Source: an optimization exercise on an open RTL-to-GDS flow (aim: small area). Production flows keep margins and buffers that such runs may drop.
The RTL was checked by simulation tests, not by an equivalence proof against the original design.
Power and IR drop assume default switching activity.

--- flow/design.v ---
package dbg_pkg;
  localparam int NUM_REGS = 32;
  localparam int XLEN     = 32;
  localparam int IDX_W    = $clog2(NUM_REGS);
  typedef enum logic [1:0] {
    INIT,    
    IDLE,    
    PRIME,   
    COPY     
  } trk_state_t;
  typedef logic [XLEN-1:0]  word_t;
  typedef logic [IDX_W-1:0] reg_idx_t;
  localparam reg_idx_t LAST_IDX = reg_idx_t'(NUM_REGS - 1);
endpackage
import dbg_pkg::*;
module reg_shadow_ram (
  input  logic              clk,
  input  logic              we,
  input  dbg_pkg::reg_idx_t waddr,
  input  dbg_pkg::word_t    wdata,
  input  logic [dbg_pkg::NUM_REGS-1:0] clr,
  output logic [dbg_pkg::NUM_REGS*dbg_pkg::XLEN-1:0] words
);
  dbg_pkg::word_t mem [1:NUM_REGS-1];
  assign words[XLEN-1:0] = '0;
  for (genvar k = 1; k < NUM_REGS; k++) begin : g_word
    logic           sel, hold;
    dbg_pkg::word_t sel_v, hold_v;
    assign sel    = we && (waddr == k);
    assign hold   = !sel && !clr[k];
    assign sel_v  = {XLEN{sel}};
    assign hold_v = {XLEN{hold}};
    always_ff @(posedge clk) begin
      mem[k] <= (sel_v & wdata) | (hold_v & mem[k]);
    end
    assign words[XLEN*k +: XLEN] = mem[k];
  end
endmodule
import dbg_pkg::*;
module reg_debug_tracker #(
  parameter int HOLD_FRAMES = 4,
  parameter int HOLD_W      = $clog2(HOLD_FRAMES + 1)
) (
  input  logic                 clk,
  input  logic                 reset,
  input  logic                 wb_we,
  input  logic [dbg_pkg::IDX_W-1:0] wb_rd,
  input  logic [dbg_pkg::XLEN-1:0]  wb_data,
  input  logic                 frame_start,
  input  logic                 freeze,
  output logic [dbg_pkg::NUM_REGS*dbg_pkg::XLEN-1:0] regs_out,
  output logic [dbg_pkg::NUM_REGS-1:0] changed_mask,
  output logic                 busy
);
  localparam logic [HOLD_W-1:0] HOLD_LOAD = HOLD_W'(HOLD_FRAMES);
  dbg_pkg::trk_state_t        state;
  dbg_pkg::reg_idx_t          idx;        
  dbg_pkg::word_t             snap [1:NUM_REGS-1];  
  assign regs_out[XLEN-1:0] = '0;
  for (genvar g = 1; g < NUM_REGS; g++) begin : g_regs_out
    assign regs_out[XLEN*g +: XLEN] = snap[g];
  end
  logic frozen;
  assign frozen = freeze;
  logic wb_accept;
  logic frame_accept;
  assign wb_accept    = (state != INIT) && wb_we && (wb_rd != '0);
  assign frame_accept = (state == IDLE) && frame_start && !frozen;
  logic              pw_v;
  dbg_pkg::reg_idx_t pw_a;
  dbg_pkg::word_t    pw_d;
  logic [NUM_REGS*XLEN-1:0] shadow;
  logic [NUM_REGS-1:0]      idx_hit;    
  logic [NUM_REGS-1:0]      sweep_clr;
  always_ff @(posedge clk) begin
    pw_v <= wb_accept;
    pw_a <= wb_rd;
    pw_d <= wb_data;
  end
  for (genvar k = 0; k < NUM_REGS; k++) begin : g_idx_hit
    assign idx_hit[k]   = (idx == k);
    assign sweep_clr[k] = (state == INIT) && idx_hit[k];
  end
  reg_shadow_ram u_ram (
    .clk   (clk),
    .we    (pw_v),
    .waddr (pw_a),
    .wdata (pw_d),
    .clr   (sweep_clr),
    .words (shadow)
  );
  always_ff @(posedge clk) begin
    if (reset) begin
      state   <= INIT;
      idx     <= '0;
      busy    <= 1'b1;
    end else begin
      unique case (state)
        INIT: begin
          if (idx == LAST_IDX) begin
            state <= IDLE;
            idx   <= '0;
            busy  <= 1'b0;
          end else begin
            idx <= idx + 1'b1;
          end
        end
        IDLE: begin
          if (frame_accept) begin
            state   <= PRIME;
            idx     <= '0;
            busy    <= 1'b1;
          end
        end
        PRIME: begin
          state   <= COPY;
        end
        COPY: begin
          if (idx == LAST_IDX) begin
            state <= IDLE;
            idx   <= '0;
            busy  <= 1'b0;
          end else begin
            idx <= idx + 1'b1;
          end
        end
        default: begin
          state <= INIT;
          idx   <= '0;
          busy  <= 1'b1;
        end
      endcase
    end
  end
  for (genvar k = 1; k < NUM_REGS; k++) begin : g_snap
    logic           ld, ld_ok, hd_ok;
    dbg_pkg::word_t ld_v, hd_v;
    assign ld    = (state == COPY) && idx_hit[k];
    assign ld_ok = !reset && ld;
    assign hd_ok = !reset && !ld;
    assign ld_v  = {XLEN{ld_ok}};
    assign hd_v  = {XLEN{hd_ok}};
    always_ff @(posedge clk) begin
      snap[k] <= (ld_v & shadow[XLEN*k +: XLEN]) | (hd_v & snap[k]);
    end
  end
  logic run, f_run, nf_run, w_run;    
  assign run    = !reset;
  assign f_run  = frame_accept && run;
  assign nf_run = !frame_accept && run;
  assign w_run  = wb_accept && run;
  logic [2:0] hs [1:NUM_REGS-1];
  assign changed_mask[0] = 1'b0;
  for (genvar i = 1; i < NUM_REGS; i++) begin : g_hs
    logic w, t1, t2;
    assign w  = w_run && (wb_rd == i);
    assign t1 = (f_run & hs[i][1]) | (nf_run & hs[i][2]);
    assign t2 = (f_run & hs[i][0]) | (nf_run & hs[i][1]);
    assign changed_mask[i] = hs[i][2] | hs[i][1];
    always_ff @(posedge clk) begin
      hs[i] <= {t1 | (w & t2),
                t2 & !w,
                w | (hs[i][0] & run & !(frame_accept & hs[i][2] & hs[i][1]))};
    end
  end
endmodule
--- flow/flow/run.sh ---
#!/bin/bash
# Standard ORFS layout (the standard.sh, unchanged synthesis), with two changes:
#  - port buffers are the smallest buffer, sky130_fd_sc_hd__buf_1, instead of the cell
#    buffer_ports picks by default;
#  - clock tree synthesis runs without dummy loads.
# make's full output goes to flow.log in the work folder; ORFS keeps each step's log under
# orfs/logs/.
set -euo pipefail
bash standard.sh \
  "BUFFER_PORTS_ARGS=-buffer_cell sky130_fd_sc_hd__buf_1" \
  "CTS_ARGS=-sink_clustering_enable -repair_clock_nets -dont_use_dummy_load -buf_list {sky130_fd_sc_hd__clkbuf_4 sky130_fd_sc_hd__clkbuf_8} -sink_clustering_size 20 -sink_clustering_max_diameter 50" \
  finish > flow.log 2>&1
--- flow/standard.sh ---
#!/bin/bash
# synth_recipe.tcl (not shown) runs the flow's synth.tcl, then flattens the netlist and writes it again
# the make line also repeats each setting of config.mk as NAME=value (left out here)
make -C /OpenROAD-flow-scripts/flow DESIGN_CONFIG=/design/flow/config.mk WORK_HOME=/design/flow/orfs CLKGATE_MAP_FILE= SYNTH_SCRIPT=/design/flow/synth_recipe.tcl "${@:-finish}"
--- flow/config.mk ---
export PLATFORM = sky130hd
export DESIGN_NAME = reg_debug_tracker
export DESIGN_NICKNAME = reg_debug_tracker
export VERILOG_FILES = /design/flow/design.v
export SDC_FILE = /design/flow/constraint.sdc
export NUM_CORES = 4
export LEC_CHECK = 0
export CAP_MARGIN = 20
export CORE_MARGIN = 2
export CORE_UTILIZATION = 60
export PLACE_DENSITY = 0.7
export SLEW_MARGIN = 20
--- flow/constraint.sdc ---
create_clock -name core_clock -period 5.0 [get_ports {clk}]
set_input_delay 1.0000 -clock core_clock [delete_from_list [all_inputs] [get_ports {clk}]]
set_output_delay 1.0000 -clock core_clock [all_outputs]
set_load 0.01 [all_outputs]
==> results of run 1 <==
power by group through the flow:
stage	registers (uW)	logic (uW)	clock network [uW]
2_1_floorplan	20800	2560	0
6_report	21000	3340	7760
3_3_place_gp	21100	3140	0
5_1_grt	21200	3610	8370
4_1_cts	20900	3290	7760
3_5_place_dp	21200	3260	0
cell usage after synthesis (all sizes together), types with 4 or more instances:
cell / instances
dfxtp: 2123
a22o: 1920
clkbuf: 490
nand2: 218
nor2: 123
o21ai: 84
buf: 80
nor3: 55
a21oi: 54
nand3: 40
or2: 36
a31oi: 34
a31o: 28
and2: 25
a21o: 11
ha: 10
mux2i: 10
nand2b: 9
nand3b: 8
and3: 7
inv: 7
a41oi: 4
nand4b: 4
nand4bb: 4
metrics by stage:
step                worst slack, ps  instances  util, %
global route                   1800       7630     67.3
detailed placement             1780       7475     65.3
finish                         1930       7631     67.3
CTS                            2010       7623     67.2
floorplan                      2570       5441        -
global placement               1790       7474     65.3
kinds of logic after synthesis:
kind of cell | count (synthesis) | share of synthesized area, %
multiplexers | 10 | 0.152
AO/OA/AOI/OAI | 2143 | 27.6
AND/OR/NAND/NOR | 545 | 3.81
buffers and inverters | 577 | 3.57
adder cells (fa/ha/maj) | 10 | 0.190
other | 1 | 0.00571
flip-flops | 2123 | 64.7
path summary, 6_finish.rpt:
check | from | end | slack [ps] | cells past startpoint
setup reg to reg | idx[3]$_SDFFE_PP0P_ | snap[19][1]$_DFF_P_ | 1930 | 4
hold / removal | wb_data[23] | pw_d[23]$_DFF_P_ | 200 | 1
hold reg to reg | u_ram.mem[9][16]$_DFF_P_ | snap[9][16]$_DFF_P_ | 430 | 1
setup / recovery | idx[3]$_SDFFE_PP0P_ | snap[19][1]$_DFF_P_ | 1930 | 4
routing by layer:
layer	part of all wire, %	track usage, %	wire [um]	vias up
li1	-	-	-	21700
met1	38	53.0	92600	25300
met2	43	62.3	107000	3259
met3	12	12.9	28700	638
met4	7.4	27.4	18400	0
met5	0	0	0	-
flip-flops by register name, indices dropped and copies added (netlist names):
signal     count
busy           1
hs            93
idx            5
pw_a           5
pw_d          32
pw_v           1
snap         992
state          2
u_ram.mem    992
critical path: cells and delay by family (launching register included):
| family | cells | cell delay, ps |
|---|---|---|
| simple gates | 2 | 790 |
| flops | 1 | 970 |
| compound gates | 2 | 1200 |
cell type report:
type | count | area share [%]
Sequential cell | 2123 | 58.2
Tap cell | 1414 | 2.42
Multi-Input combinational cell | 2741 | 29.7
Timing Repair Buffer | 1194 | 6.93
Antenna cell | 4 | 0.0137
Inverter | 7 | 0.0359
Clock buffer | 148 | 2.78
==> results.sh, run 1 <==
export IMPL_cp_slowest_cell="dfxtp_1"
export IMPL_power_uw=32100
export IMPL_crit_chain="nor2b_1 > and2_1 > a21oi_4 > a22o_1"
export IMPL_coreArea_um2=109000
export IMPL_ys_flop_type="dfxtp_1"
export IMPL_ys_warn_count=5
export IMPL_pwr_share_seq_pct=65.4
export IMPL_die_area_um2=112000
export IMPL_p_int_uw=23900
export IMPL_avgSynthCellArea_um2=12.2
export IMPL_grt_pass1_vias=45600
export IMPL_setup_viol=0
export IMPL_slew_headroom_pct=19.6
export IMPL_cts_tree="yes"
export IMPL_ys_types=44
export IMPL_switching_share_pct=25.3
export IMPL_p_sw_uw=8120
export IMPL_drive_above_1_share_pct=7.90
export IMPL_final_common_cell="dfxtp_1"
export IMPL_period_minus_slack_ps=3070
export IMPL_post_cts_resized=0
export IMPL_async_reset_ff_share_pct=0
export IMPL_drtAntennaViolNets=0
export IMPL_clockPowerShare_pct=24.2
export IMPL_clk_pin_slew_ps=110
export IMPL_io_buffers=1065
export IMPL_grt_max_degree=70
export IMPL_nFillCells=8427
export IMPL_hold_worst_slack_ps=205
export IMPL_cts_sinks=2123
export IMPL_layout_nets=6267
export IMPL_postCtsSetupBuffers=0
export IMPL_cts_root_buf="clkbuf_8"
export IMPL_max_freq_ghz=0.326
export IMPL_fp_dieW_um=335
export IMPL_netlist_area_leader_share_pct=64.7
export IMPL_end_kind="register"
export IMPL_hold_path_class="input port to register"
export IMPL_final_cell_mix="dfxtp_1, a22o_1, buf_1, nand2_1, clkbuf_8"
export IMPL_peakVddDrop_v=0.000305
export IMPL_wl_per_cell_um=32.3
export IMPL_grt_first_pass_wirelength_mm=343
export IMPL_postPlaceCellArea_um2=71000
export IMPL_power_share_combinational_pct=10.4
export IMPL_h_tree_depth=4
export IMPL_start_util_pct=60.5
export IMPL_status="finished clean"
export IMPL_hold_viol_final=0
export IMPL_final_max_slew_viol_count=0
export IMPL_synth_seq_area_share_pct=64.7
export IMPL_yosys_top_cells_area="dfxtp_1, a22o_1, clkbuf_1"
export IMPL_slowest_delay_ps=970
export IMPL_drc=0
export IMPL_synth_largest_area_cell="dfxtp_1"
export IMPL_drtPass1Iterations=5
export IMPL_cp_arrival_ps=3860
export IMPL_leakagePower_uw=0.0285
export IMPL_area_delta_synth_final_pct=11.3
export IMPL_powerDensity_nw_per_um2=438
export IMPL_track_usage_pct=42.0
export IMPL_ios=1099
export IMPL_register_area_um2=42500
export IMPL_multi_input_area_um2=21700
export IMPL_cap_violations=0
export IMPL_cts_buffers=148
export IMPL_drt_initial_drc_count=5968
export IMPL_cp_required_ps=5790
export IMPL_insertion_delay_ps=890
export IMPL_wl_mm=247
export IMPL_critPathKind="register to register"
export IMPL_max_slew_worst_pin_slew_ps=1200
export IMPL_die_h_um=335
export IMPL_num_vias=50900
export IMPL_place_gp_congestion=0.900
export IMPL_crit_fanout=32
export IMPL_synth_edf_count=0
export IMPL_tns_ps=0
export IMPL_grt_antenna_before_repair=7
export IMPL_grt_ovfl_total=0
export IMPL_clock_skew_ps=83.6
export IMPL_stdcell_area_um2=73200
export IMPL_dp_hpwl_mm=159
export IMPL_syn_instance_count=5409
export IMPL_clk_path_buf_depth=3
export IMPL_ys_ff_latch=2123
export IMPL_cts_hold_buffers=0
export IMPL_row_count=121
export IMPL_fin_crit_sh_pct=61.3
export IMPL_rsz0062_at_grt="no"
export IMPL_via_per_inst=6.67
export IMPL_start_kind="register"
export IMPL_synthesis_area_um2=65700
==> run 2: changes to the inputs <==
--- a/flow/flow/run.sh
+++ b/flow/flow/run.sh
@@ -8,5 +8,5 @@
 set -euo pipefail
 bash standard.sh \
   "BUFFER_PORTS_ARGS=-buffer_cell sky130_fd_sc_hd__buf_1" \
-  "CTS_ARGS=-sink_clustering_enable -repair_clock_nets -dont_use_dummy_load -buf_list {sky130_fd_sc_hd__clkbuf_4 sky130_fd_sc_hd__clkbuf_8} -sink_clustering_size 20 -sink_clustering_max_diameter 50" \
+  "CTS_ARGS=-sink_clustering_enable -repair_clock_nets -dont_use_dummy_load -buf_list {sky130_fd_sc_hd__clkbuf_16} -sink_clustering_size 24 -sink_clustering_max_diameter 60" \
   finish > flow.log 2>&1
==> run 2 against run 1 <==
  * Still clean
  * Final area is 1.9% higher
  * Synthesized cell count did not move
  * Sequential power about the same
  * Register-to-register slack better by 40 ps
  * Fmax increased by 1.2%
  * Combinational power is essentially flat
  * Sequential cell count is the same
  * Critical path type unchanged
  * Critical endpoint is now snap[19][8]$_DFF_P_
  * Largest cell class unchanged
  * Highest routed layer is now met5
==> results.sh, run 2 <==
export IMPL_coreArea_um2=109000
export IMPL_powerDensity_nw_per_um2=462
export IMPL_synth_largest_area_cell="dfxtp_1"
export IMPL_final_cell_mix="dfxtp_1, a22o_1, buf_1, nand2_1, clkbuf_16"
export IMPL_max_slew_worst_pin_slew_ps=1230
export IMPL_wl_per_cell_um=32.4
export IMPL_area_delta_synth_final_pct=13.4
export IMPL_yosys_top_cells_count="dfxtp_1, a22o_1, clkbuf_1, nand2_1, nor2_1"
export IMPL_ys_warn_count=5
export IMPL_start_util_pct=60.5
export IMPL_slew_headroom_pct=17.9
export IMPL_final_common_cell="dfxtp_1"
export IMPL_grt_pass1_vias=45700
export IMPL_synth_edf_count=0
export IMPL_cp_slowest_cell="dfxtp_1"
export IMPL_clock_skew_ps=58.2
export IMPL_crit_chain="nor2b_1 > and2_1 > a21oi_4 > a22o_1"
export IMPL_h_tree_depth=4
export IMPL_fin_crit_sh_pct=60.6
export IMPL_synthesis_area_um2=65700
export IMPL_yosys_top_cells_area="dfxtp_1, a22o_1, clkbuf_1"
export IMPL_row_count=121
export IMPL_cts_tree="yes"
export IMPL_leakagePower_uw=0.0291
export IMPL_start_kind="register"
export IMPL_place_gp_congestion=0.900
export IMPL_die_area_um2=112000
export IMPL_insertion_delay_ps=750
export IMPL_clk_pin_slew_ps=80
export IMPL_drt_initial_drc_count=5754
export IMPL_ios=1099
export IMPL_io_buffers=1065
export IMPL_track_usage_pct=42.1
export IMPL_crit_fanout=32
export IMPL_syn_instance_count=5409
export IMPL_dp_hpwl_mm=159
export IMPL_fp_dieW_um=335
export IMPL_ys_flop_type="dfxtp_1"
export IMPL_status="finished clean"
export IMPL_ys_ff_latch=2123
export IMPL_grt_first_pass_wirelength_mm=344
export IMPL_cp_required_ps=5680
export IMPL_max_freq_ghz=0.330
export IMPL_post_cts_resized=0
export IMPL_setup_viol=0
export IMPL_cp_arrival_ps=3710
export IMPL_cts_sinks=2123
export IMPL_grt_ovfl_total=0
export IMPL_postCtsSetupBuffers=0
export IMPL_final_max_slew_viol_count=0
export IMPL_num_vias=51000
export IMPL_clk_path_buf_depth=3
export IMPL_wl_mm=247
export IMPL_hold_path_class="input port to register"
export IMPL_drc=0
export IMPL_tns_ps=0
export IMPL_die_h_um=335
export IMPL_layout_nets=6255
export IMPL_cap_violations=0
export IMPL_nFillCells=8232
export IMPL_cts_root_buf="clkbuf_16"
export IMPL_yosysMostFrequentCell="dfxtp_1"
export IMPL_avgSynthCellArea_um2=12.2
export IMPL_hold_viol_final=0
export IMPL_rsz0062_at_grt="no"
export IMPL_drtPass1Iterations=6
export IMPL_pre_cts_ws_ps=1780
export IMPL_ys_types=44
export IMPL_peakVddDrop_v=0.000331
export IMPL_grt_antenna_before_repair=5
export IMPL_via_per_inst=6.69
export IMPL_end_kind="register"
export IMPL_drtAntennaViolNets=0
export IMPL_period_minus_slack_ps=3030
export IMPL_grt_max_degree=70
export IMPL_critPathKind="register to register"
export IMPL_cts_buffers=133
export IMPL_drive_above_1_share_pct=7.72
export IMPL_netlist_area_leader_share_pct=64.7
export IMPL_setup_slack_ps=1970
export IMPL_cts_hold_buffers=0
export IMPL_slowest_delay_ps=940
export IMPL_async_reset_ff_share_pct=0
export IMPL_synth_seq_area_share_pct=64.7
export IMPL_top_regs="snap x992, u_ram.mem x992, hs x93"
## run 2: report_power, final
group | internal (uW) | total (uW) | switching, uW
registers | 19500 | 21000 | 1480
clock network | 4720 | 10100 | 5370
logic | 1800 | 3350 | 1550
## run 2: through the flow
stage	std cells	util (%)	hold slack [ps]	area (um2)	total power, uW
final	7619	68.6	330	74500	34400
after global routing	7617	68.6	303	74500	35500
after CTS	7608	68.4	298	74300	34300
after detailed placement	7475	65.3	449	71000	24500
after global placement	7474	65.3	444	71000	24300
after floorplan	5441	-	436	65800	23400
## run 2: critical path, delay by kind of cell (launching register included)
family	cells	cell delay, ps
compound gates	2	1230
flops	1	940
simple gates	2	780
## run 2: routing by layer
layer | GRT usage [%] | up-vias | part of all wire [%]
li1 | - | 21800 | -
met1 | 53.1 | 25400 | 37
met2 | 62.6 | 3189 | 43
met3 | 13.3 | 630 | 12
met4 | 27.1 | 2 | 7.5
met5 | 0 | - | 0.0089
## run 2: cell families (layout without fill, tap and decap cells)
logic type | after synthesis | in the layout | synth area share (%)
flip-flops | 2123 | 2123 | 64.7
other | 1 | 37 | 0.00571
multiplexers | 10 | 10 | 0.152
buffers and inverters | 577 | 1337 | 3.57
AO/OA/AOI/OAI | 2143 | 2143 | 27.6
adder cells (fa/ha/maj) | 10 | 10 | 0.190
AND/OR/NAND/NOR | 545 | 545 | 3.81
## run 2: final cells by class
class                      count  area [um2]  area share [%]
multi-input combinational   2741       21700            29.1
inverter                       7        26.3          0.0353
timing repair buffer        1197        5150            6.91
sequential                  2123       42500            57.1
antenna                        4        10.0          0.0134
tap                         1414        1770            2.37
clock buffer                 133        3330            4.47
## run 2: worst paths after layout
| path | from | to | slack, ps | depth (start not counted) |
|---|---|---|---|---|
| setup reg to reg | idx[3]$_SDFFE_PP0P_ | snap[19][8]$_DFF_P_ | 1970 | 4 |
| hold / removal | wb_data[9] | pw_d[9]$_DFF_P_ | 330 | 1 |
| setup / recovery | idx[3]$_SDFFE_PP0P_ | snap[19][8]$_DFF_P_ | 1970 | 4 |
| hold reg to reg | u_ram.mem[5][19]$_DFF_P_ | snap[5][19]$_DFF_P_ | 440 | 1 |
==> run 3: changes to the inputs <==
--- a/flow/flow/run.sh
+++ b/flow/flow/run.sh
@@ -8,5 +8,5 @@
 set -euo pipefail
 bash standard.sh \
   "BUFFER_PORTS_ARGS=-buffer_cell sky130_fd_sc_hd__buf_1" \
-  "CTS_ARGS=-sink_clustering_enable -repair_clock_nets -dont_use_dummy_load -buf_list {sky130_fd_sc_hd__clkbuf_16} -sink_clustering_size 24 -sink_clustering_max_diameter 60" \
+  "CTS_ARGS=-sink_clustering_enable -repair_clock_nets -dont_use_dummy_load -buf_list {sky130_fd_sc_hd__clkbuf_8} -sink_clustering_size 16 -sink_clustering_max_diameter 45" \
   finish > flow.log 2>&1
==> run 3 against run 2 <==
  * Wire length down 0.15%
  * Count of clock-buffer cells in the layout up 41
  * Hold slack worse by 130 ps
  * Largest power group unchanged
  * Sequential share of layout area up 0.79 points
==> results.sh, run 3 <==
export IMPL_wl_mm=247
export IMPL_start_kind="register"
export IMPL_grt_pass1_vias=46000
export IMPL_die_h_um=335
export IMPL_max_freq_ghz=0.329
export IMPL_via_per_inst=6.66
export IMPL_cts_hold_buffers=0
export IMPL_grt_antenna_before_repair=9
export IMPL_whs_path_depth=1
export IMPL_area_delta_synth_final_pct=11.8
export IMPL_hold_path_class="input port to register"
export IMPL_row_count=121
export IMPL_fp_dieW_um=335
export IMPL_r2r_end="snap[19][1]$_DFF_P_"
export IMPL_dp_hpwl_mm=159
export IMPL_ys_flop_type="dfxtp_1"
export IMPL_yosys_top_cells_count="dfxtp_1, a22o_1, clkbuf_1, nand2_1, nor2_1"
export IMPL_syn_instance_count=5409
export IMPL_postCtsSetupBuffers=0
export IMPL_ys_warn_count=5
export IMPL_period_minus_slack_ps=3040
export IMPL_ios=1099
export IMPL_place_inst=7475
export IMPL_clock_skew_ps=102
export IMPL_die_area_um2=112000
export IMPL_status="finished clean"
export IMPL_final_common_cell="dfxtp_1"
export IMPL_startpoint="idx[3]$_SDFFE_PP0P_"
export IMPL_crit_family="compound AO/OA/AOI/OAI gates"
export IMPL_setup_slack_ps=1960
export IMPL_peakVddDrop_v=0.000298
export IMPL_yosysMostFrequentCell="dfxtp_1"
export IMPL_fin_util_pct=67.6
export IMPL_async_reset_ff_share_pct=0
export IMPL_final_max_slew_viol_count=0
export IMPL_io_buffers=1065
export IMPL_grt_max_degree=70
export IMPL_slowest_delay_ps=970
export IMPL_synth_edf_count=0
export IMPL_multi_input_area_um2=21700
export IMPL_yosys_top_cells_area="dfxtp_1, a22o_1, clkbuf_1"
export IMPL_synthesis_area_um2=65700
export IMPL_critPathCapture="snap[19][1]$_DFF_P_"
export IMPL_h_tree_depth=4
export IMPL_ys_ff_latch=2123
export IMPL_drive_above_1_share_pct=8.29
export IMPL_rr_worst_depth=4
export IMPL_path_depth=4
export IMPL_rr_startpoint="idx[3]$_SDFFE_PP0P_"
export IMPL_crit_chain="nor2b_1 > and2_1 > a21oi_4 > a22o_1"
export IMPL_grt_ovfl_total=0
export IMPL_crit_fanout=32
export IMPL_layout_nets=6293
export IMPL_grt_first_pass_wirelength_mm=344
export IMPL_cts_sinks=2123
export IMPL_register_area_um2=42500
export IMPL_cap_violations=0
export IMPL_nFillCells=8346
export IMPL_cts_buffers=174
export IMPL_drc=0
export IMPL_coreArea_um2=109000
export IMPL_ys_types=44
export IMPL_max_slew_worst_pin_slew_ps=1220
export IMPL_clk_pin_slew_ps=100
export IMPL_netlist_area_leader_share_pct=64.7
export IMPL_critPathKind="register to register"
export IMPL_place_gp_congestion=0.900
export IMPL_cp_arrival_ps=3860
export IMPL_cts_root_buf="clkbuf_8"
export IMPL_wl_per_cell_um=32.2
export IMPL_post_cts_resized=0
export IMPL_track_usage_pct=42.1
export IMPL_slew_headroom_pct=18.5
export IMPL_end_kind="register"
export IMPL_synth_seq_area_share_pct=64.7
export IMPL_top_regs="snap x992, u_ram.mem x992, hs x93"
export IMPL_fin_crit_sh_pct=60.8
export IMPL_hold_viol_final=0
export IMPL_clk_path_buf_depth=3
export IMPL_final_cell_mix="dfxtp_1, a22o_1, buf_1, nand2_1, clkbuf_8"
export IMPL_drt_initial_drc_count=5868
export IMPL_cp_required_ps=5820
export IMPL_finalNonFillerCells=7656
export IMPL_insertion_delay_ps=900
export IMPL_num_vias=51000
export IMPL_leakagePower_uw=0.0287
export IMPL_cp_slowest_cell="dfxtp_1"
export IMPL_drtAntennaViolNets=0
export IMPL_pre_cts_ws_ps=1780
export IMPL_rsz0062_at_grt="no"
export IMPL_avgSynthCellArea_um2=12.2
export IMPL_synth_largest_area_cell="dfxtp_1"
export IMPL_r2r_slack_ps=1960
export IMPL_worst_path_buf_inv=0
export IMPL_start_util_pct=60.5
export IMPL_drtPass1Iterations=6
export IMPL_powerDensity_nw_per_um2=444
export IMPL_setup_viol=0
export IMPL_tns_ps=0
export IMPL_cts_tree="yes"
## run 3: worst register-to-register path, cell delays in order (launching register included)
cell and delay (ps):
dfxtp_1 970, nor2b_1 360, and2_1 430, a21oi_4 930, a22o_1 330
## run 3: cell families after synthesis
family	count (synthesis)	share of synthesized area, %
AO/OA/AOI/OAI	2143	27.6
flip-flops	2123	64.7
buffers and inverters	577	3.57
AND/OR/NAND/NOR	545	3.81
multiplexers	10	0.152
adder cells (fa/ha/maj)	10	0.190
other	1	0.00571
## run 3: metrics by stage
step	power (uW)	hold WS, ps	area (um2)
after detailed placement	24500	449	71000
after global placement	24300	444	71000
after floorplan	23400	436	65800
final	32600	196	73500
after global routing	33700	161	73500
after CTS	32500	135	73400
## run 3: power breakdown
group / switching, uW / internal, uW
Clock: 5220 / 3110
Sequential: 1480 / 19500
Combinational: 1540 / 1800
## run 3: routing by layer
layer | track usage (%) | up-vias | wire length, um
met3 | 13.7 | 667 | 30200
met2 | 62.5 | 3277 | 106000
met1 | 52.4 | 25200 | 91000
li1 | - | 21800 | -
met5 | 0.261 | - | 66
met4 | 28.0 | 6 | 19000
## run 3: layout make-up
class | instances | area share (%)
well taps | 1414 | 2.41
diodes | 3 | 0.0102
clock buffers | 174 | 3.26
multi-input cells | 2741 | 29.5
inverters | 7 | 0.0357
flip-flops and latches | 2123 | 57.9
repair buffers | 1194 | 6.90
## run 3: worst min path at each step
stage                               from                        end  slack (ps)
2_1_floorplan   u_ram.mem[15][0]$_DFF_P_   u_ram.mem[15][0]$_DFF_P_         440
6_report                      wb_data[4]            pw_d[4]$_DFF_P_         200
3_5_place_dp   u_ram.mem[15][21]$_DFF_P_  u_ram.mem[15][21]$_DFF_P_         450
3_3_place_gp   u_ram.mem[31][20]$_DFF_P_  u_ram.mem[31][20]$_DFF_P_         440
5_1_grt                       wb_data[9]            pw_d[9]$_DFF_P_         160
4_1_cts                       wb_data[2]            pw_d[2]$_DFF_P_         130
==> run 4: changes to the inputs <==
--- a/flow/flow/run.sh
+++ b/flow/flow/run.sh
@@ -2,7 +2,8 @@
 # Standard ORFS layout (the standard.sh, unchanged synthesis), with two changes:
 #  - port buffers are the smallest buffer, sky130_fd_sc_hd__buf_1, instead of the cell
 #    buffer_ports picks by default;
-#  - clock tree synthesis runs without dummy loads.
+#  - clock tree synthesis builds the tree from clkbuf_8 only, with sink clusters of at most
+#    16 flip-flops within 45 um, and without dummy loads.
 # make's full output goes to flow.log in the work folder; ORFS keeps each step's log under
 # orfs/logs/.
 set -euo pipefail
--- a/flow/config.mk
+++ b/flow/config.mk
@@ -5,8 +5,8 @@
 export SDC_FILE = /design/flow/constraint.sdc
 export NUM_CORES = 4
 export LEC_CHECK = 0
-export CAP_MARGIN = 20
+export CAP_MARGIN = 5
 export CORE_MARGIN = 2
 export CORE_UTILIZATION = 60
 export PLACE_DENSITY = 0.7
-export SLEW_MARGIN = 20
+export SLEW_MARGIN = 5
==> run 4 against run 3 <==
  * Hold slack got worse by 24 ps
  * Synthesized area did not move
  * Via count fell by 0.12%
  * Setup slack got worse by 34 ps
  * Global-route usage fell by 0.098 points
  * Sequential share of layout area rose by 0.11 points
  * Fmax fell by 1.1%
  * Total power barely moved
  * Wire length barely moved
  * Sequential power barely moved
==> results.sh, run 4 <==
export IMPL_ios=1099
export IMPL_ys_flop_type="dfxtp_1"
export IMPL_synthesis_area_um2=65700
export IMPL_synth_largest_area_cell="dfxtp_1"
export IMPL_leakagePower_uw=0.0287
export IMPL_rr_startpoint="idx[3]$_SDFFE_PP0P_"
export IMPL_fp_dieW_um=335
export IMPL_cts_tree="yes"
export IMPL_slowest_delay_ps=970
export IMPL_grt_first_pass_wirelength_mm=343
export IMPL_wl_mm=247
export IMPL_rsz0062_at_grt="no"
export IMPL_crit_fanout=32
export IMPL_powerDensity_nw_per_um2=444
export IMPL_yosys_top_cells_count="dfxtp_1, a22o_1, clkbuf_1, nand2_1, nor2_1"
export IMPL_num_vias=50900
export IMPL_row_count=121
export IMPL_io_buffers=1065
export IMPL_ys_warn_count=5
export IMPL_max_freq_ghz=0.326
export IMPL_r2r_slack_ps=1930
export IMPL_grt_pass1_vias=45800
export IMPL_r2r_end="snap[19][20]$_DFF_P_"
export IMPL_fin_crit_sh_pct=61.4
export IMPL_ys_ff_latch=2123
export IMPL_netlist_area_leader_share_pct=64.7
export IMPL_post_cts_resized=0
export IMPL_period_minus_slack_ps=3070
export IMPL_final_common_cell="dfxtp_1"
export IMPL_cts_root_buf="clkbuf_8"
export IMPL_critPathKind="register to register"
export IMPL_drtAntennaViolNets=0
export IMPL_drc=0
export IMPL_setup_viol=0
export IMPL_die_h_um=335
export IMPL_drtPass1Iterations=9
export IMPL_top_regs="snap x992, u_ram.mem x992, hs x93"
export IMPL_hold_path_class="input port to register"
export IMPL_peakVddDrop_v=0.000289
export IMPL_die_area_um2=112000
export IMPL_insertion_delay_ps=920
export IMPL_syn_instance_count=5409
export IMPL_fin_util_pct=67.5
export IMPL_yosys_top_cells_area="dfxtp_1, a22o_1, clkbuf_1"
export IMPL_synth_seq_area_share_pct=64.7
export IMPL_status="finished clean"
export IMPL_critPathCapture="snap[19][20]$_DFF_P_"
export IMPL_hold_viol_final=0
export IMPL_tns_ps=0
export IMPL_clk_pin_slew_ps=90
export IMPL_cts_hold_buffers=0
export IMPL_h_tree_depth=4
export IMPL_rr_worst_depth=4
export IMPL_drt_initial_drc_count=5408
export IMPL_synth_edf_count=0
export IMPL_final_cell_mix="dfxtp_1, a22o_1, buf_1, nand2_1, clkbuf_8"
export IMPL_max_slew_worst_pin_slew_ps=1250
export IMPL_grt_ovfl_total=0
export IMPL_ys_types=44
export IMPL_end_kind="register"
export IMPL_cts_buffers=174
export IMPL_wl_per_cell_um=32.3
export IMPL_layout_nets=6288
export IMPL_nFillCells=8367
export IMPL_cts_sinks=2123
export IMPL_crit_chain="nor2b_1 > and2_1 > a21oi_4 > a22o_1"
export IMPL_dp_hpwl_mm=159
export IMPL_startpoint="idx[3]$_SDFFE_PP0P_"
export IMPL_cap_violations=0
export IMPL_clock_skew_ps=92.7
export IMPL_async_reset_ff_share_pct=0
export IMPL_path_depth=4
export IMPL_start_kind="register"
export IMPL_start_util_pct=60.5
export IMPL_grt_max_degree=70
export IMPL_area_delta_synth_final_pct=11.6
export IMPL_place_gp_congestion=0.900
export IMPL_track_usage_pct=42.0
export IMPL_drive_above_1_share_pct=8.21
export IMPL_crit_family="compound AO/OA/AOI/OAI gates"
export IMPL_final_max_slew_viol_count=0
export IMPL_cp_slowest_cell="dfxtp_1"
export IMPL_via_per_inst=6.65
export IMPL_worst_path_buf_inv=0
export IMPL_yosysMostFrequentCell="dfxtp_1"
export IMPL_cp_arrival_ps=3860
export IMPL_grt_antenna_before_repair=3
export IMPL_coreArea_um2=109000
export IMPL_clk_path_buf_depth=3
export IMPL_cp_required_ps=5790
export IMPL_avgSynthCellArea_um2=12.2
export IMPL_postCtsSetupBuffers=0
export IMPL_slew_headroom_pct=16.4
-- run 4: cell counts after synthesis --
Identical to the previous run, type by type.
-- run 4: cell type report --
type | instances | area (um2) | share of cell area, %
Clock buffer | 174 | 2390 | 3.26
Multi-Input combinational cell | 2741 | 21700 | 29.6
Tap cell | 1414 | 1770 | 2.41
Antenna cell | 2 | 5.00 | 0.00682
Inverter | 7 | 26.3 | 0.0358
Sequential cell | 2123 | 42500 | 58.0
Timing Repair Buffer | 1189 | 4930 | 6.72
-- run 4: worst min path at each step --
stage                                     end  slack (ps)  cells after the start                 startpoint
detailed placement  u_ram.mem[15][26]$_DFF_P_         450                      2  u_ram.mem[15][26]$_DFF_P_
floorplan            u_ram.mem[15][0]$_DFF_P_         440                      2   u_ram.mem[15][0]$_DFF_P_
global placement    u_ram.mem[31][20]$_DFF_P_         440                      2  u_ram.mem[31][20]$_DFF_P_
finish                       pw_d[13]$_DFF_P_         170                      1                wb_data[13]
global route                 pw_d[13]$_DFF_P_         150                      1                wb_data[13]
CTS                          pw_d[13]$_DFF_P_         100                      1                wb_data[13]
-- run 4: kinds of logic (layout without fill, tap and decap cells) --
logic type / Yosys count / count (layout) / share of synthesized area [%]
compound gates: 2143 / 2143 / 27.6
fa+ha+maj: 10 / 10 / 0.190
buf+inv: 577 / 1370 / 3.57
flops: 2123 / 2123 / 64.7
mux: 10 / 10 / 0.152
other cells: 1 / 35 / 0.00571
simple gates: 545 / 545 / 3.81
-- run 4: per-layer routing --
metal / part of all wire (%) / wire length (um) / track usage (%) / vias up
li1: - / - / - / 21800
met1: 38 / 93100 / 52.7 / 25300
met2: 43 / 107000 / 62.7 / 3156
met3: 11 / 28400 / 13.2 / 657
met4: 7.6 / 18600 / 27.0 / 0
met5: 0 / 0 / 0 / -
-- run 4: power breakdown --
part	switching, uW	total, uW	internal [uW]
Clock	5220	8320	3110
Sequential	1480	21000	19500
Combinational	1530	3320	1790
Total	8230	32600	24400
-- run 4: per-stage QoR --
step	setup slack (ps)	hold slack [ps]	cell area (um2)	power, uW	instances
6_report	1930	172	73400	32600	7650
5_1_grt	1800	152	73400	33700	7650
4_1_cts	2000	105	73400	32500	7648
3_5_place_dp	1790	450	71000	24500	7474
3_3_place_gp	1790	444	71000	24300	7474
2_1_floorplan	2570	436	65800	23400	5441
==> run 5: changes to the inputs <==
--- a/flow/config.mk
+++ b/flow/config.mk
@@ -5,8 +5,8 @@
 export SDC_FILE = /design/flow/constraint.sdc
 export NUM_CORES = 4
 export LEC_CHECK = 0
-export CAP_MARGIN = 5
+export CAP_MARGIN = 0
 export CORE_MARGIN = 2
 export CORE_UTILIZATION = 60
 export PLACE_DENSITY = 0.7
-export SLEW_MARGIN = 5
+export SLEW_MARGIN = 0
==> run 5 against run 4 <==
  * Still clean on timing, DRC and antenna
  * Register-to-register slack barely moved
  * Hold slack did not move
  * Critical path depth did not move
  * Core utilization did not move
  * Setup slack did not move
  * Wire length did not move
  * Non-clock buffer count did not move
  * Clock skew did not move
  * Die area did not move
  * First-iteration DRC count did not move
  * Fmax did not move
  * Combinational power barely moved
  * Largest cell class unchanged
==> results.sh, run 5 <==
export IMPL_switching_share_pct=25.3
export IMPL_clk_path_buf_depth=3
export IMPL_cts_tree="yes"
export IMPL_drtPass1Iterations=9
export IMPL_pwr_share_seq_pct=64.3
export IMPL_netlist_area_leader_share_pct=64.7
export IMPL_final_max_slew_viol_count=0
export IMPL_leakagePower_uw=0.0287
export IMPL_fp_dieW_um=335
export IMPL_postCtsSetupBuffers=0
export IMPL_synth_edf_count=0
export IMPL_area_delta_synth_final_pct=11.6
export IMPL_r2r_slack_ps=1930
export IMPL_final_cell_mix="dfxtp_1, a22o_1, buf_1, nand2_1, clkbuf_8"
export IMPL_h_tree_depth=4
export IMPL_drc=0
export IMPL_yosys_top_cells_count="dfxtp_1, a22o_1, clkbuf_1, nand2_1, nor2_1"
export IMPL_min_from="wb_data[13]"
export IMPL_end_kind="register"
export IMPL_cts_buffers=174
export IMPL_dp_hpwl_mm=159
export IMPL_rsz0062_at_grt="no"
export IMPL_io_buffers=1065
export IMPL_num_vias=50900
export IMPL_coreArea_um2=109000
export IMPL_startpoint="idx[3]$_SDFFE_PP0P_"
export IMPL_track_usage_pct=42.0
export IMPL_avgSynthCellArea_um2=12.2
export IMPL_status="finished clean"
export IMPL_place_gp_congestion=0.900
export IMPL_async_reset_ff_share_pct=0
export IMPL_nFillCells=8367
export IMPL_insertion_delay_ps=920
export IMPL_power_uw=32600
export IMPL_hold_path_class="input port to register"
export IMPL_clk_pin_slew_ps=90
export IMPL_clock_skew_ps=92.7
export IMPL_drive_above_1_share_pct=8.21
export IMPL_syn_instance_count=5409
export IMPL_period_minus_slack_ps=3070
export IMPL_cp_arrival_ps=3860
export IMPL_tns_ps=0
export IMPL_ys_ff_latch=2123
export IMPL_powerDensity_nw_per_um2=444
export IMPL_max_slew_worst_pin_slew_ps=1250
export IMPL_grt_first_pass_wirelength_mm=343
export IMPL_setup_slack_ps=1930
export IMPL_layout_nets=6288
export IMPL_synth_largest_area_cell="dfxtp_1"
export IMPL_critPathKind="register to register"
export IMPL_wl_mm=247
export IMPL_ys_types=44
export IMPL_yosysMostFrequentCell="dfxtp_1"
export IMPL_fin_crit_sh_pct=61.4
export IMPL_pre_cts_ws_ps=1790
export IMPL_peakVddDrop_v=0.000289
export IMPL_ys_warn_count=5
export IMPL_die_area_um2=112000
export IMPL_setup_viol=0
export IMPL_row_count=121
export IMPL_p_sw_uw=8230
export IMPL_via_per_inst=6.65
export IMPL_post_cts_resized=0
export IMPL_grt_max_degree=70
export IMPL_ys_flop_type="dfxtp_1"
export IMPL_hold_viol_final=0
export IMPL_drt_initial_drc_count=5408
export IMPL_rr_startpoint="idx[3]$_SDFFE_PP0P_"
export IMPL_cts_sinks=2123
export IMPL_slew_headroom_pct=16.4
export IMPL_cts_hold_buffers=0
export IMPL_start_util_pct=60.5
export IMPL_start_kind="register"
export IMPL_die_h_um=335
export IMPL_top_regs="snap x992, u_ram.mem x992, hs x93"
export IMPL_clockPowerShare_pct=25.5
export IMPL_crit_fanout=32
export IMPL_max_freq_ghz=0.326
export IMPL_final_common_cell="dfxtp_1"
export IMPL_cap_violations=0
export IMPL_yosys_top_cells_area="dfxtp_1, a22o_1, clkbuf_1"
export IMPL_synthesis_area_um2=65700
export IMPL_synth_seq_area_share_pct=64.7
export IMPL_grt_antenna_before_repair=3
export IMPL_power_share_combinational_pct=10.2
export IMPL_cp_required_ps=5790
export IMPL_cts_root_buf="clkbuf_8"
export IMPL_p_int_uw=24400
export IMPL_drtAntennaViolNets=0
export IMPL_grt_pass1_vias=45800
export IMPL_wl_per_cell_um=32.3
export IMPL_grt_ovfl_total=0
export IMPL_ios=1099
-- run 5: logic make-up (layout without fill, tap and decap cells) --
kind of cell    Yosys count  after routing  synth area share [%]
flops                  2123           2123                  64.7
mux                      10             10                 0.152
fa+ha+maj                10             10                 0.190
other cells               1             35               0.00571
compound gates         2143           2143                  27.6
simple gates            545            545                  3.81
buf+inv                 577           1370                  3.57
-- run 5: cell type report --
type	count	area [um2]	area share (%)
Clock buffer	174	2390	3.26
Multi-Input combinational cell	2741	21700	29.6
Sequential cell	2123	42500	58.0
Antenna cell	2	5.00	0.00682
Tap cell	1414	1770	2.41
Inverter	7	26.3	0.0358
Timing Repair Buffer	1189	4930	6.72
-- run 5: power groups by stage --
stage / logic [uW] / clock network [uW] / registers [uW]
detailed placement: 3260 / 0 / 21200
global route: 3580 / 8960 / 21200
global placement: 3140 / 0 / 21100
CTS: 3290 / 8330 / 20900
finish: 3320 / 8320 / 21000
floorplan: 2560 / 0 / 20800
-- run 5: worst paths after layout --
check | end | cells after the start
worst max register to register | snap[19][20]$_DFF_P_ | 4
worst min register to register | snap[1][7]$_DFF_P_ | 1
worst min-delay path | pw_d[13]$_DFF_P_ | 1
worst max-delay path | snap[19][20]$_DFF_P_ | 4
-- run 5: critical path: stages (launching register included) --
cell and delay, ps:
dfxtp_1 970, nor2b_1 360, and2_1 420, a21oi_4 930
a22o_1 270
-- run 5: routing by layer --
layer  wire length (um)  global-route usage (%)  up-vias
li1                   -                       -    21800
met1              93100                    52.7    25300
met2             107000                    62.7     3156
met3              28400                    13.2      657
met4              18600                    27.0        0
met5                  0                       0        -
-- run 5: metrics by stage --
stage          hold WS [ps]  instance area (um2)  std cells  util (%)
2_1_floorplan           436                65800       5441         -
3_3_place_gp            444                71000       7474      65.3
3_5_place_dp            450                71000       7474      65.3
4_1_cts                 105                73400       7648      67.5
5_1_grt                 152                73400       7650      67.5
6_report                172                73400       7650      67.5
==> run 6: changes to the inputs <==
==> flow/config.mk (replaced) <==
export PLATFORM = sky130hd
export DESIGN_NAME = reg_debug_tracker
export DESIGN_NICKNAME = reg_debug_tracker
export VERILOG_FILES = /design/flow/design.v
export SDC_FILE = /design/flow/constraint.sdc
export NUM_CORES = 4
export LEC_CHECK = 0
export CAP_MARGIN = 20
export CORE_MARGIN = 2
export CORE_UTILIZATION = 50
export PLACE_DENSITY = 0.6
export SLEW_MARGIN = 20
==> run 6 against run 5 <==
  * Final area up 1.2%
  * Sequential cell count unchanged
  * Clock power increased by 5.4%
  * Synthesized cell count unchanged
  * Critical path type unchanged
  * Largest power group unchanged
==> results.sh, run 6 <==
export IMPL_cap_violations=0
export IMPL_max_freq_ghz=0.336
export IMPL_top_regs="snap x992, u_ram.mem x992, hs x93"
export IMPL_peakVddDrop_v=0.000283
export IMPL_grt_max_degree=63
export IMPL_leakagePower_uw=0.0289
export IMPL_drt_initial_drc_count=5578
export IMPL_syn_instance_count=5409
export IMPL_period_minus_slack_ps=2980
export IMPL_clock_skew_ps=122
export IMPL_power_share_combinational_pct=10.1
export IMPL_fin_crit_sh_pct=59.6
export IMPL_drive_above_1_share_pct=8.58
export IMPL_layout_nets=6312
export IMPL_cts_root_buf="clkbuf_8"
export IMPL_wl_per_cell_um=31.5
export IMPL_rr_startpoint="state[0]$_SDFFE_PP0P_"
export IMPL_final_max_slew_viol_count=0
export IMPL_num_vias=50100
export IMPL_via_per_inst=6.24
export IMPL_tns_ps=0
export IMPL_cts_sinks=2123
export IMPL_pre_cts_ws_ps=1680
export IMPL_slew_headroom_pct=24.4
export IMPL_wl_mm=253
export IMPL_synth_seq_area_share_pct=64.7
export IMPL_area_delta_synth_final_pct=13.0
export IMPL_ys_ff_latch=2123
export IMPL_hold_worst_slack_ps=129
export IMPL_critPathKind="register to register"
export IMPL_min_from="wb_data[1]"
export IMPL_hold_viol_final=0
export IMPL_ys_flop_type="dfxtp_1"
export IMPL_synth_edf_count=0
export IMPL_p_sw_uw=8380
export IMPL_row_count=133
export IMPL_fp_dieW_um=367
export IMPL_cp_arrival_ps=3770
export IMPL_rsz0062_at_grt="no"
export IMPL_cp_required_ps=5790
export IMPL_startpoint="state[0]$_SDFFE_PP0P_"
export IMPL_powerDensity_nw_per_um2=445
export IMPL_die_area_um2=134000
export IMPL_die_h_um=367
export IMPL_clk_pin_slew_ps=100
export IMPL_insertion_delay_ps=960
export IMPL_yosys_top_cells_count="dfxtp_1, a22o_1, clkbuf_1, nand2_1, nor2_1"
export IMPL_start_util_pct=50.2
export IMPL_grt_antenna_before_repair=13
export IMPL_grt_pass1_vias=45600
export IMPL_status="finished clean"
export IMPL_cts_tree="yes"
export IMPL_pwr_share_seq_pct=63.3
export IMPL_end_kind="register"
export IMPL_drtPass1Iterations=6
export IMPL_drc=0
export IMPL_final_common_cell="dfxtp_1"
export IMPL_fin_util_pct=56.7
export IMPL_coreArea_um2=131000
export IMPL_place_gp_congestion=0.861
export IMPL_postCtsSetupBuffers=0
export IMPL_io_buffers=1065
export IMPL_avgSynthCellArea_um2=12.2
export IMPL_cts_buffers=190
export IMPL_final_cell_mix="dfxtp_1, a22o_1, buf_1, nand2_1, clkbuf_8"
export IMPL_start_kind="register"
export IMPL_drtAntennaViolNets=0
export IMPL_crit_fanout=23
export IMPL_async_reset_ff_share_pct=0
export IMPL_grt_first_pass_wirelength_mm=353
export IMPL_setup_viol=0
export IMPL_hold_path_class="input port to register"
export IMPL_netlist_area_leader_share_pct=64.7
export IMPL_ios=1099
export IMPL_switching_share_pct=25.4
export IMPL_stdcell_area_um2=74300
export IMPL_track_usage_pct=36.0
export IMPL_clk_path_buf_depth=3
export IMPL_post_cts_resized=0
export IMPL_setup_slack_ps=2020
export IMPL_ys_types=44
export IMPL_synth_largest_area_cell="dfxtp_1"
export IMPL_cts_hold_buffers=0
export IMPL_max_slew_worst_pin_slew_ps=1130
export IMPL_postPlaceCellArea_um2=71500
export IMPL_p_int_uw=24600
export IMPL_yosysMostFrequentCell="dfxtp_1"
export IMPL_synthesis_area_um2=65700
export IMPL_grt_ovfl_total=0
export IMPL_yosys_top_cells_area="dfxtp_1, a22o_1, clkbuf_1"
export IMPL_h_tree_depth=4
export IMPL_dp_hpwl_mm=164
export IMPL_clockPowerShare_pct=26.6
export IMPL_ys_warn_count=5
-- run 6: layer usage --
layer | vias to the layer above | global-route usage (%) | wire length (um)
met5 | - | 0 | 46
met4 | 2 | 19.3 | 15200
met3 | 507 | 10.1 | 24200
met2 | 2577 | 55.3 | 112000
met1 | 25100 | 45.8 | 101000
li1 | 21800 | - | -
-- run 6: path summary, 6_finish.rpt --
kind | end | slack [ps] | cells past startpoint
setup / recovery | snap[3][22]$_DFF_P_ | 2020 | 6
setup reg to reg | snap[3][22]$_DFF_P_ | 2020 | 6
hold / removal | pw_d[1]$_DFF_P_ | 130 | 1
hold reg to reg | snap[15][18]$_DFF_P_ | 400 | 1
-- run 6: critical path, stage by stage, from the launching register on --
cell     delay (ps)
dfxtp_1         400
ha_1            590
nor2b_1         600
and2_1          510
a21oi_4         220
buf_16          260
a22o_1          240
-- run 6: final cells by class --
type	instances	area, um2
Tap cell	1755	2200
Antenna cell	7	17.5
Timing Repair Buffer	1197	5130
Clock buffer	190	2620
Inverter	7	26.3
Sequential cell	2123	42500
Multi-Input combinational cell	2741	21700
Fill cell	11300	56700
-- run 6: kinds of logic (layout without fill, tap and decap cells) --
family,after synthesis,in the layout,synth area share [%]
adders and majority gates,10,10,0.190
and+or+nand+nor,545,545,3.81
muxes,10,10,0.152
AOI/OAI and AO/OA,2143,2143,27.6
other,1,40,0.00571
buffers and inverters,577,1394,3.57
DFF,2123,2123,64.7
-- run 6: power groups by stage --
stage	Combinational (uW)	Sequential (uW)	Clock (uW)
finish	3350	20900	8770
global route	3640	21100	9480
CTS	3320	20800	8880
detailed placement	3290	21200	0
global placement	3180	21100	0
floorplan	2560	20800	0
-- run 6: per-stage QoR --
stage	cells	total power, uW
detailed placement	7818	24500
CTS	8008	33000
global placement	7816	24300
global route	8019	34300
floorplan	5441	23400
finish	8020	33000
==> run 7: changes to the inputs <==
--- a/flow/design.v
+++ b/flow/design.v
@@ -52,7 +52,6 @@
   output logic [dbg_pkg::NUM_REGS-1:0] changed_mask,
   output logic                 busy
 );
-  localparam logic [HOLD_W-1:0] HOLD_LOAD = HOLD_W'(HOLD_FRAMES);
   dbg_pkg::trk_state_t        state;
   dbg_pkg::reg_idx_t          idx;        
   dbg_pkg::word_t             snap [1:NUM_REGS-1];  
==> flow/config.mk (replaced) <==
export PLATFORM = sky130hd
export DESIGN_NAME = reg_debug_tracker
export DESIGN_NICKNAME = reg_debug_tracker
export VERILOG_FILES = /design/flow/design.v
export SDC_FILE = /design/flow/constraint.sdc
export NUM_CORES = 4
export LEC_CHECK = 0
export CAP_MARGIN = 5
export CORE_MARGIN = 2
export CORE_UTILIZATION = 60
export PLACE_DENSITY = 0.7
export SLEW_MARGIN = 5
==> run 7 against run 6 <==
  * Final area is 1.2% lower
  * Sequential cell count unchanged
  * Highest routed layer is now met4
  * Critical path type unchanged
  * Final cell count is 4.6% lower
  * Critical endpoint is now snap[19][20]$_DFF_P_
  * Still clean on timing, DRC and antenna
==> results.sh, run 7 <==
export IMPL_cts_hold_buffers=0
export IMPL_io_buffers=1065
export IMPL_cts_sinks=2123
export IMPL_slew_headroom_pct=16.4
export IMPL_max_freq_ghz=0.326
export IMPL_cts_root_buf="clkbuf_8"
export IMPL_hold_end="pw_d[13]$_DFF_P_"
export IMPL_row_count=121
export IMPL_grt_pass1_vias=45800
export IMPL_cts_buffers=174
export IMPL_yosysMostFrequentCell="dfxtp_1"
export IMPL_whs_path_depth=1
export IMPL_wl_per_cell_um=32.3
export IMPL_nFillCells=8367
export IMPL_ios=1099
export IMPL_crit_fanout=32
export IMPL_min_from="wb_data[13]"
export IMPL_syn_instance_count=5409
export IMPL_cap_violations=0
export IMPL_ys_ff_latch=2123
export IMPL_die_area_um2=112000
export IMPL_ys_warn_count=5
export IMPL_synth_seq_area_share_pct=64.7
export IMPL_async_reset_ff_share_pct=0
export IMPL_via_per_inst=6.65
export IMPL_cts_tree="yes"
export IMPL_synthesis_area_um2=65700
export IMPL_num_vias=50900
export IMPL_postCtsSetupBuffers=0
export IMPL_drc=0
export IMPL_clk_pin_slew_ps=90
export IMPL_max_slew_worst_pin_slew_ps=1250
export IMPL_clk_path_buf_depth=3
export IMPL_post_cts_resized=0
export IMPL_place_gp_congestion=0.900
export IMPL_start_util_pct=60.5
export IMPL_r2r_slack_ps=1930
export IMPL_ys_types=44
export IMPL_place_inst=7474
export IMPL_cp_arrival_ps=3860
export IMPL_cp_required_ps=5790
export IMPL_insertion_delay_ps=920
export IMPL_drt_initial_drc_count=5408
export IMPL_final_max_slew_viol_count=0
export IMPL_clock_skew_ps=92.7
export IMPL_yosys_top_cells_count="dfxtp_1, a22o_1, clkbuf_1, nand2_1, nor2_1"
export IMPL_wl_mm=247
export IMPL_synth_edf_count=0
export IMPL_h_tree_depth=4
export IMPL_dp_hpwl_mm=159
export IMPL_status="finished clean"
export IMPL_fp_dieW_um=335
export IMPL_yosys_top_cells_area="dfxtp_1, a22o_1, clkbuf_1"
export IMPL_final_common_cell="dfxtp_1"
export IMPL_track_usage_pct=42.0
export IMPL_tns_ps=0
export IMPL_rr_worst_depth=4
export IMPL_grt_ovfl_total=0
export IMPL_avgSynthCellArea_um2=12.2
export IMPL_drtAntennaViolNets=0
export IMPL_critPathKind="register to register"
export IMPL_coreArea_um2=109000
export IMPL_layout_nets=6288
export IMPL_end_kind="register"
export IMPL_finalNonFillerCells=7650
export IMPL_rr_startpoint="idx[3]$_SDFFE_PP0P_"
export IMPL_synth_largest_area_cell="dfxtp_1"
export IMPL_powerDensity_nw_per_um2=444
export IMPL_hold_viol_final=0
export IMPL_setup_viol=0
export IMPL_top_regs="snap x992, u_ram.mem x992, hs x93"
export IMPL_drtPass1Iterations=9
export IMPL_peakVddDrop_v=0.000289
export IMPL_area_delta_synth_final_pct=11.6
export IMPL_drive_above_1_share_pct=8.21
export IMPL_final_cell_mix="dfxtp_1, a22o_1, buf_1, nand2_1, clkbuf_8"
export IMPL_rsz0062_at_grt="no"
export IMPL_netlist_area_leader_share_pct=64.7
export IMPL_ys_flop_type="dfxtp_1"
export IMPL_die_h_um=335
export IMPL_start_kind="register"
export IMPL_hold_path_class="input port to register"
export IMPL_period_minus_slack_ps=3070
export IMPL_grt_first_pass_wirelength_mm=343
export IMPL_power_uw=32600
export IMPL_grt_max_degree=70
export IMPL_grt_antenna_before_repair=3
export IMPL_leakagePower_uw=0.0287
export IMPL_fin_crit_sh_pct=61.4
export IMPL_r2r_end="snap[19][20]$_DFF_P_"
## run 7: worst max-delay path by stage
stage | start | endpoint | slack (ps)
global placement | reset | hs[12][1]$_DFF_P_ | 1790
floorplan | reset | hs[12][1]$_DFF_P_ | 2570
CTS | idx[3]$_SDFFE_PP0P_ | snap[19][20]$_DFF_P_ | 2000
finish | idx[3]$_SDFFE_PP0P_ | snap[19][20]$_DFF_P_ | 1930
global route | idx[3]$_SDFFE_PP0P_ | snap[2][22]$_DFF_P_ | 1800
detailed placement | reset | hs[12][1]$_DFF_P_ | 1790
## run 7: kinds of logic after synthesis
group | Yosys count | synth area share [%]
other cells | 1 | 0.00571
compound gates | 2143 | 27.6
simple gates | 545 | 3.81
mux | 10 | 0.152
flops | 2123 | 64.7
fa+ha+maj | 10 | 0.190
buf+inv | 577 | 3.57
## run 7: metal layers
metal	vias to the layer above	share of wire, %	track usage (%)
met5	-	0	0
met4	0	7.6	27.0
met3	657	11	13.2
met2	3156	43	62.7
met1	25300	38	52.7
li1	21800	-	-
## run 7: area by class of cell
cell class              instances  area, um2  share of cell area [%]
multi-input cells            2741      21700                    29.6
diodes                          2       5.00                 0.00682
clock buffers                 174       2390                    3.26
well taps                    1414       1770                    2.41
repair buffers               1189       4930                    6.72
flip-flops and latches       2123      42500                    58.0
inverters                       7       26.3                  0.0358
## run 7: worst max-delay path, cell delays in order, from the launching register on
cell and delay, ps:
dfxtp_1 970, nor2b_1 360, and2_1 420, a21oi_4 930, a22o_1 270
## run 7: power breakdown
part	switching [uW]	internal (uW)	total [uW]	leakage [uW]
Combinational	1530	1790	3320	0.0101
Sequential	1480	19500	21000	0.0173
Clock	5220	3110	8320	0.00125
Total	8230	24400	32600	0.0287
## run 7: stage by stage
stage / util [%] / hold WS (ps) / worst slack, ps / area, um2
global placement: 65.3 / 444 / 1790 / 71000
floorplan: - / 436 / 2570 / 65800
CTS: 67.5 / 105 / 2000 / 73400
global route: 67.5 / 152 / 1800 / 73400
finish: 67.5 / 172 / 1930 / 73400
detailed placement: 65.3 / 450 / 1790 / 71000
==> run 8: changes to the inputs <==
==> flow/flow/run.sh (replaced) <==
#!/bin/bash
# Standard ORFS layout (the standard.sh, unchanged synthesis), with two changes:
#  - port buffers are the smallest buffer, sky130_fd_sc_hd__buf_1, instead of the cell
#    buffer_ports picks by default;
#  - clock tree synthesis builds the tree from clkbuf_8 only, with sink clusters of at most
#    18 flip-flops within 45 um, and without dummy loads.
# make's full output goes to flow.log in the work folder; ORFS keeps each step's log under
# orfs/logs/.
set -euo pipefail
bash standard.sh \
  "BUFFER_PORTS_ARGS=-buffer_cell sky130_fd_sc_hd__buf_1" \
  "CTS_ARGS=-sink_clustering_enable -repair_clock_nets -dont_use_dummy_load -buf_list {sky130_fd_sc_hd__clkbuf_8} -sink_clustering_size 18 -sink_clustering_max_diameter 45" \
  finish > flow.log 2>&1
==> run 8 against run 7 <==
  * Sequential cell count is the same
  * Largest power group unchanged
  * Critical path type unchanged
  * Synthesized cell count did not move
  * Final area decreased by 0.11%
  * Count of clock-buffer cells in the layout decreased by 6
  * Critical endpoint is now snap[3][5]$_DFF_P_
  * Non-clock buffer count unchanged
  * Sequential share of layout area grew 0.065 points
==> results.sh, run 8 <==
export IMPL_hold_path_class="input port to register"
export IMPL_max_slew_worst_pin_slew_ps=1250
export IMPL_fp_dieW_um=335
export IMPL_die_h_um=335
export IMPL_insertion_delay_ps=930
export IMPL_power_share_combinational_pct=10.2
export IMPL_final_cell_mix="dfxtp_1, a22o_1, buf_1, nand2_1, clkbuf_8"
export IMPL_post_cts_resized=0
export IMPL_p_int_uw=24300
export IMPL_top_regs="snap x992, u_ram.mem x992, hs x93"
export IMPL_h_tree_depth=4
export IMPL_end_kind="register"
export IMPL_yosys_top_cells_area="dfxtp_1, a22o_1, clkbuf_1"
export IMPL_cts_root_buf="clkbuf_8"
export IMPL_p_sw_uw=8190
export IMPL_hold_viol_final=0
export IMPL_grt_pass1_vias=45700
export IMPL_io_buffers=1065
export IMPL_grt_max_degree=70
export IMPL_ios=1099
export IMPL_area_delta_synth_final_pct=11.5
export IMPL_crit_fanout=32
export IMPL_via_per_inst=6.67
export IMPL_ys_flop_type="dfxtp_1"
export IMPL_rsz0062_at_grt="no"
export IMPL_drtPass1Iterations=6
export IMPL_clockPowerShare_pct=25.2
export IMPL_powerDensity_nw_per_um2=443
export IMPL_start_kind="register"
export IMPL_grt_first_pass_wirelength_mm=343
export IMPL_switching_share_pct=25.2
export IMPL_synth_edf_count=0
export IMPL_final_common_cell="dfxtp_1"
export IMPL_status="finished clean"
export IMPL_period_minus_slack_ps=3050
export IMPL_max_freq_ghz=0.328
export IMPL_drive_above_1_share_pct=8.12
export IMPL_yosys_top_cells_count="dfxtp_1, a22o_1, clkbuf_1, nand2_1, nor2_1"
export IMPL_cp_slowest_cell="dfxtp_1"
export IMPL_start_util_pct=60.5
export IMPL_ys_warn_count=5
export IMPL_cts_buffers=168
export IMPL_cts_tree="yes"
export IMPL_synthesis_area_um2=65700
export IMPL_pre_cts_ws_ps=1790
export IMPL_pwr_share_seq_pct=64.6
export IMPL_track_usage_pct=41.9
export IMPL_synth_largest_area_cell="dfxtp_1"
export IMPL_nFillCells=8343
export IMPL_postCtsSetupBuffers=0
export IMPL_peakVddDrop_v=0.000303
export IMPL_row_count=121
export IMPL_critPathKind="register to register"
export IMPL_cts_hold_buffers=0
export IMPL_cp_required_ps=5790
export IMPL_slowest_delay_ps=960
export IMPL_syn_instance_count=5409
export IMPL_leakagePower_uw=0.0286
export IMPL_grt_ovfl_total=0
export IMPL_crit_chain="nor2b_1 > and2_1 > a21oi_4 > a22o_1"
export IMPL_grt_antenna_before_repair=3
export IMPL_dp_hpwl_mm=159
export IMPL_async_reset_ff_share_pct=0
export IMPL_coreArea_um2=109000
export IMPL_wl_per_cell_um=32.3
export IMPL_synth_seq_area_share_pct=64.7
export IMPL_setup_slack_ps=1950
export IMPL_yosysMostFrequentCell="dfxtp_1"
export IMPL_drt_initial_drc_count=5562
export IMPL_fin_crit_sh_pct=60.9
export IMPL_netlist_area_leader_share_pct=64.7
export IMPL_hold_worst_slack_ps=183
export IMPL_wl_mm=247
export IMPL_slew_headroom_pct=16.6
export IMPL_final_max_slew_viol_count=0
export IMPL_num_vias=51000
export IMPL_drc=0
export IMPL_tns_ps=0
export IMPL_die_area_um2=112000
export IMPL_clock_skew_ps=132
export IMPL_ys_ff_latch=2123
export IMPL_clk_path_buf_depth=3
export IMPL_cp_arrival_ps=3830
export IMPL_ys_types=44
export IMPL_layout_nets=6282
export IMPL_drtAntennaViolNets=0
export IMPL_setup_viol=0
export IMPL_cts_sinks=2123
export IMPL_cap_violations=0
export IMPL_avgSynthCellArea_um2=12.2
export IMPL_clk_pin_slew_ps=110
export IMPL_place_gp_congestion=0.900
==> run 8: cell count changes in the layout (fill, tap and decap cells not counted), sizes merged <==
cell,before,now
clkbuf,175,169
==> run 8: worst max-delay path, delay by kind of cell (launching register included) <==
kind	cells	cell delay (ps)
flops	1	960
simple gates	2	800
compound gates	2	1210
==> run 8: worst paths after layout <==
path / from / end / slack, ps / cells past startpoint
worst max-delay path: idx[3]$_SDFFE_PP0P_ / snap[3][5]$_DFF_P_ / 1950 / 4
worst min-delay path: wb_data[20] / pw_d[20]$_DFF_P_ / 180 / 1
worst max register to register: idx[3]$_SDFFE_PP0P_ / snap[3][5]$_DFF_P_ / 1950 / 4
worst min register to register: u_ram.mem[1][7]$_DFF_P_ / snap[1][7]$_DFF_P_ / 410 / 1
==> run 8: area by class of cell <==
class	count	area [um2]	share of cell area [%]
Clock buffer	168	2310	3.15
Timing Repair Buffer	1189	4930	6.73
Sequential cell	2123	42500	58.1
Inverter	7	26.3	0.0358
Tap cell	1414	1770	2.41
Multi-Input combinational cell	2741	21700	29.6
Antenna cell	2	5.00	0.00683
==> run 8: cell families after synthesis <==
logic type | Yosys count | share of synthesized area (%)
compound gates | 2143 | 27.6
simple gates | 545 | 3.81
other cells | 1 | 0.00571
fa+ha+maj | 10 | 0.190
buf+inv | 577 | 3.57
mux | 10 | 0.152
flops | 2123 | 64.7
==> run 8: power by group through the flow <==
stage / Sequential [uW] / Clock, uW / Combinational (uW)
final: 21000 / 8180 / 3320
after global routing: 21200 / 8810 / 3580
after CTS: 20900 / 8180 / 3290
after detailed placement: 21200 / 0 / 3260
after global placement: 21100 / 0 / 3140
after floorplan: 20800 / 0 / 2560
==> run 8: metal layers <==
metal  vias to the layer above  global-route usage, %  routed length (um)
met5                         -                      0                   0
met4                         0                   26.4               18000
met3                       662                   13.6               28500
met1                     25400                   52.5               93000
li1                      21800                      -                   -
met2                      3158                   62.7              107000
==> run 8: per-stage QoR <==
stage                     total power [uW]  std cells  cell area, um2  util [%]
final                                32500       7644           73300      67.4
after global routing                 33600       7644           73300      67.4
after CTS                            32300       7642           73300      67.4
after detailed placement             24500       7474           71000      65.3
after global placement               24300       7474           71000      65.3
after floorplan                      23400       5441           65800         -

[what the ideal ports hide]
How much do the figures lean on ideal ports? The routed layouts below were timed once more, with nothing changed but the port constraints. Step 1: set_driving_cell puts a clkbuf_16 on clk and a buf_2 on each other input, an assumption about the parent block. Step 2 also shifts input and output timing later by t, the mid clock arrival at the registers, as if the neighbouring blocks saw the same clock. a / b / c = no drivers / after step 1 / after step 2; a / b = the first two.
| run | t, ns | setup slack, ns | worst register clock-pin slew, ns | worst slew at a driven data input, ns |
|---|---|---|---|---|
| run 1 | 0.925 | 1.934 / 1.934 / 1.692 | 0.12 / 0.12 | 0.09 |
| run 2 | 0.813 | 1.970 / 1.970 / 1.709 | 0.09 / 0.09 | 0.09 |
| run 3 | 0.936 | 1.962 / 1.962 / 1.669 | 0.10 / 0.10 | 0.09 |
| run 4 | 0.958 | 1.928 / 1.928 / 1.724 | 0.10 / 0.10 | 0.08 |
| run 5 | 0.958 | 1.928 / 1.928 / 1.724 | 0.10 / 0.10 | 0.08 |
| run 6 | 0.980 | 2.019 / 2.019 / 1.568 | 0.10 / 0.10 | 0.10 |
| run 7 | 0.958 | 1.928 / 1.928 / 1.724 | 0.10 / 0.10 | 0.08 |
| run 8 | 0.945 | 1.954 / 1.954 / 1.687 | 0.11 / 0.11 | 0.08 |
After both steps setup and hold are still met in every run listed. The setup slack of run 6, which loses most, moves by 0.000 ns with the drivers and by -0.451 ns with both steps.
